This is an optimization exercise on Yosys and OpenROAD, whose aim is small area, a short achievable clock period and few clock cycles per item, not a production implementation.
Where RTL was checked, it was by simulation tests only, not by an equivalence proof against the original.

Design poly_horner_seq, start of the top module:
module poly_horner_seq (
    input  logic               clk,
    input  logic               rst,
    input  logic               coeff_we,
    input  logic [3:0]         coeff_addr,
    input  logic signed [15:0] coeff_wdata,
    input  logic signed [15:0] x,
    input  logic               start,
    output logic               busy,
    output logic               done,
    output logic signed [31:0] sum,
    output logic               ovf
);
For scale: about 2100 cells after synthesis, about 75 I/O pins, roughly 0.022 mm2 of cells after synthesis.
clock: 9.0 ns
lec_check: 0
abc_area: 1
cap_margin: 20
core_margin: 2
core_utilization: 40
slew_margin: 20
synth_hierarchical: 1
synth_minimum_keep_size: 0
run.sh (not shown) runs the stock make flow with config.mk's settings and CLKGATE_MAP_FILE= SYNTH_SCRIPT=/design/flow/synth_recipe.tcl, a recipe that flattens the netlist after the stock synthesis.
The baseline produced a clean layout.
==> next run, changes <==
--- a/flow/design.v
+++ b/flow/design.v
@@ -13,19 +13,19 @@
     output logic               ovf
 );
     logic signed [15:0] r_coeff [0:10];
     logic [10:0]        r_cval;
     logic signed [15:0] r_x;
     logic signed [31:0] r_acc;
     logic signed [15:0] r_cprev;
     logic [3:0]         r_idx;
     logic               r_busy, r_done, r_ovf;
-    logic signed [15:0] w_c;
+    logic signed [15:0] w_c, w_hlim, w_llim;
     logic [7:0]         bneg, bone, btwo;
     logic [47:0]        w_ra, w_rb;
     logic [31:0]        w_s, w_g0, w_p0;
     logic               w_c31, w_hi_one, w_hi_zero;
     logic               w_sovf, w_chi, w_clo, w_acc_st, w_last, w_wr;
     assign w_acc_st = start & ~r_busy;
     assign w_last   = r_busy & (r_idx == 4'd0);
     assign w_wr     = coeff_we & ~r_busy & ~start & (coeff_addr <= 4'd10);
     assign w_c      = r_cval[r_idx] ? r_coeff[r_idx] : 16'sd0;
@@ -1860,22 +1860,22 @@
     assign w_s[27] = w_p0[27] ^ pg926;
     assign w_s[28] = w_p0[28] ^ pg928;
     assign w_s[29] = w_p0[29] ^ pg930;
     assign w_s[30] = w_p0[30] ^ pg932;
     assign w_s[31] = w_p0[31] ^ pg934;
     assign w_c31 = pg934;
     assign w_hi_one = ((w_ra[32] ^ w_rb[32]) ^ (w_ra[31] & w_rb[31])) & ((w_ra[33] ^ w_rb[33]) ^ (w_ra[32] & w_rb[32])) & ((w_ra[34] ^ w_rb[34]) ^ (w_ra[33] & w_rb[33])) & ((w_ra[35] ^ w_rb[35]) ^ (w_ra[34] & w_rb[34])) & ((w_ra[36] ^ w_rb[36]) ^ (w_ra[35] & w_rb[35])) & ((w_ra[37] ^ w_rb[37]) ^ (w_ra[36] & w_rb[36])) & ((w_ra[38] ^ w_rb[38]) ^ (w_ra[37] & w_rb[37])) & ((w_ra[39] ^ w_rb[39]) ^ (w_ra[38] & w_rb[38])) & ((w_ra[40] ^ w_rb[40]) ^ (w_ra[39] & w_rb[39])) & ((w_ra[41] ^ w_rb[41]) ^ (w_ra[40] & w_rb[40])) & ((w_ra[42] ^ w_rb[42]) ^ (w_ra[41] & w_rb[41])) & ((w_ra[43] ^ w_rb[43]) ^ (w_ra[42] & w_rb[42])) & ((w_ra[44] ^ w_rb[44]) ^ (w_ra[43] & w_rb[43])) & ((w_ra[45] ^ w_rb[45]) ^ (w_ra[44] & w_rb[44])) & ((w_ra[46] ^ w_rb[46]) ^ (w_ra[45] & w_rb[45])) & ((w_ra[47] ^ w_rb[47]) ^ (w_ra[46] & w_rb[46]));
     assign w_hi_zero = ~((w_ra[32] ^ w_rb[32]) ^ (w_ra[31] | w_rb[31])) & ~((w_ra[33] ^ w_rb[33]) ^ (w_ra[32] | w_rb[32])) & ~((w_ra[34] ^ w_rb[34]) ^ (w_ra[33] | w_rb[33])) & ~((w_ra[35] ^ w_rb[35]) ^ (w_ra[34] | w_rb[34])) & ~((w_ra[36] ^ w_rb[36]) ^ (w_ra[35] | w_rb[35])) & ~((w_ra[37] ^ w_rb[37]) ^ (w_ra[36] | w_rb[36])) & ~((w_ra[38] ^ w_rb[38]) ^ (w_ra[37] | w_rb[37])) & ~((w_ra[39] ^ w_rb[39]) ^ (w_ra[38] | w_rb[38])) & ~((w_ra[40] ^ w_rb[40]) ^ (w_ra[39] | w_rb[39])) & ~((w_ra[41] ^ w_rb[41]) ^ (w_ra[40] | w_rb[40])) & ~((w_ra[42] ^ w_rb[42]) ^ (w_ra[41] | w_rb[41])) & ~((w_ra[43] ^ w_rb[43]) ^ (w_ra[42] | w_rb[42])) & ~((w_ra[44] ^ w_rb[44]) ^ (w_ra[43] | w_rb[43])) & ~((w_ra[45] ^ w_rb[45]) ^ (w_ra[44] | w_rb[44])) & ~((w_ra[46] ^ w_rb[46]) ^ (w_ra[45] | w_rb[45])) & ~((w_ra[47] ^ w_rb[47]) ^ (w_ra[46] | w_rb[46]));
     assign w_sovf = ~((w_hi_one & w_s[31]) | (w_hi_zero & ~w_s[31]));
-    assign w_chi  = ~r_acc[31] & (&r_acc[30:15]) &
-                    ($signed({1'b1, r_acc[14:0]}) >= r_cprev);
-    assign w_clo  = r_acc[31] & ~(|r_acc[30:15]) &
-                    ($signed({1'b0, r_acc[14:0]}) < r_cprev);
+    assign w_hlim = {1'b1, r_acc[14:0]};
+    assign w_llim = {1'b0, r_acc[14:0]};
+    assign w_chi  = ~r_acc[31] & (&r_acc[30:15]) & (w_hlim >= r_cprev);
+    assign w_clo  = r_acc[31] & ~(|r_acc[30:15]) & (w_llim < r_cprev);
     always_ff @(posedge clk or posedge rst) begin
         if (rst) begin
             r_busy <= 1'b0;
             r_done <= 1'b0;
             r_idx  <= 4'd10;
             r_x    <= '0;
             r_cval <= '0;
         end else begin
             r_done <= w_last;
After rerunning: The new run went through all stages and came out clean; register-to-register slack is about the same; first-iteration DRC count stays the same; final area stays the same; worst setup slack stays the same; non-clock buffer count stays the same; count of clock-buffer cells in the layout is unchanged; utilization does not change; wire length stays the same; clock skew does not change; global-route usage is unchanged; maximum frequency does not change; flip-flop and latch count stays the same.
Testbench counts after the change, summed over its fixed seeds: cycles 14,440, evals 1,280.
Function not checked in the first run of this note: the RTL went through the layout flow alone.

[port drivers added, routing unchanged]
The flow's constraints put no driver on any port. The routed layouts listed below were extracted and timed again, unchanged, in two steps.
Step 1: set_driving_cell puts a clkbuf_16 on clk and a buf_2 on each other input, an assumption about the parent block.
Step 2, shift: input delay + t, output delay - t, t = (earliest + latest rising clock arrival at the registers) / 2. This alone moves slack from input paths to output paths.
Slacks: no drivers / after step 1 / after step 2; pairs: no drivers / after step 1.
run	shift t [ns]	slack for setup (ns)	worst setup path at the end	slew at the worst register clock pin (ns)	worst data-port slew with drivers (ns)
the first run	0.632	2.099 / 2.099 / 2.099	register to register	0.07 / 0.07	0.07
the second run	0.632	2.099 / 2.099 / 2.099	register to register	0.07 / 0.07	0.07
After both steps every run listed still meets setup and hold.
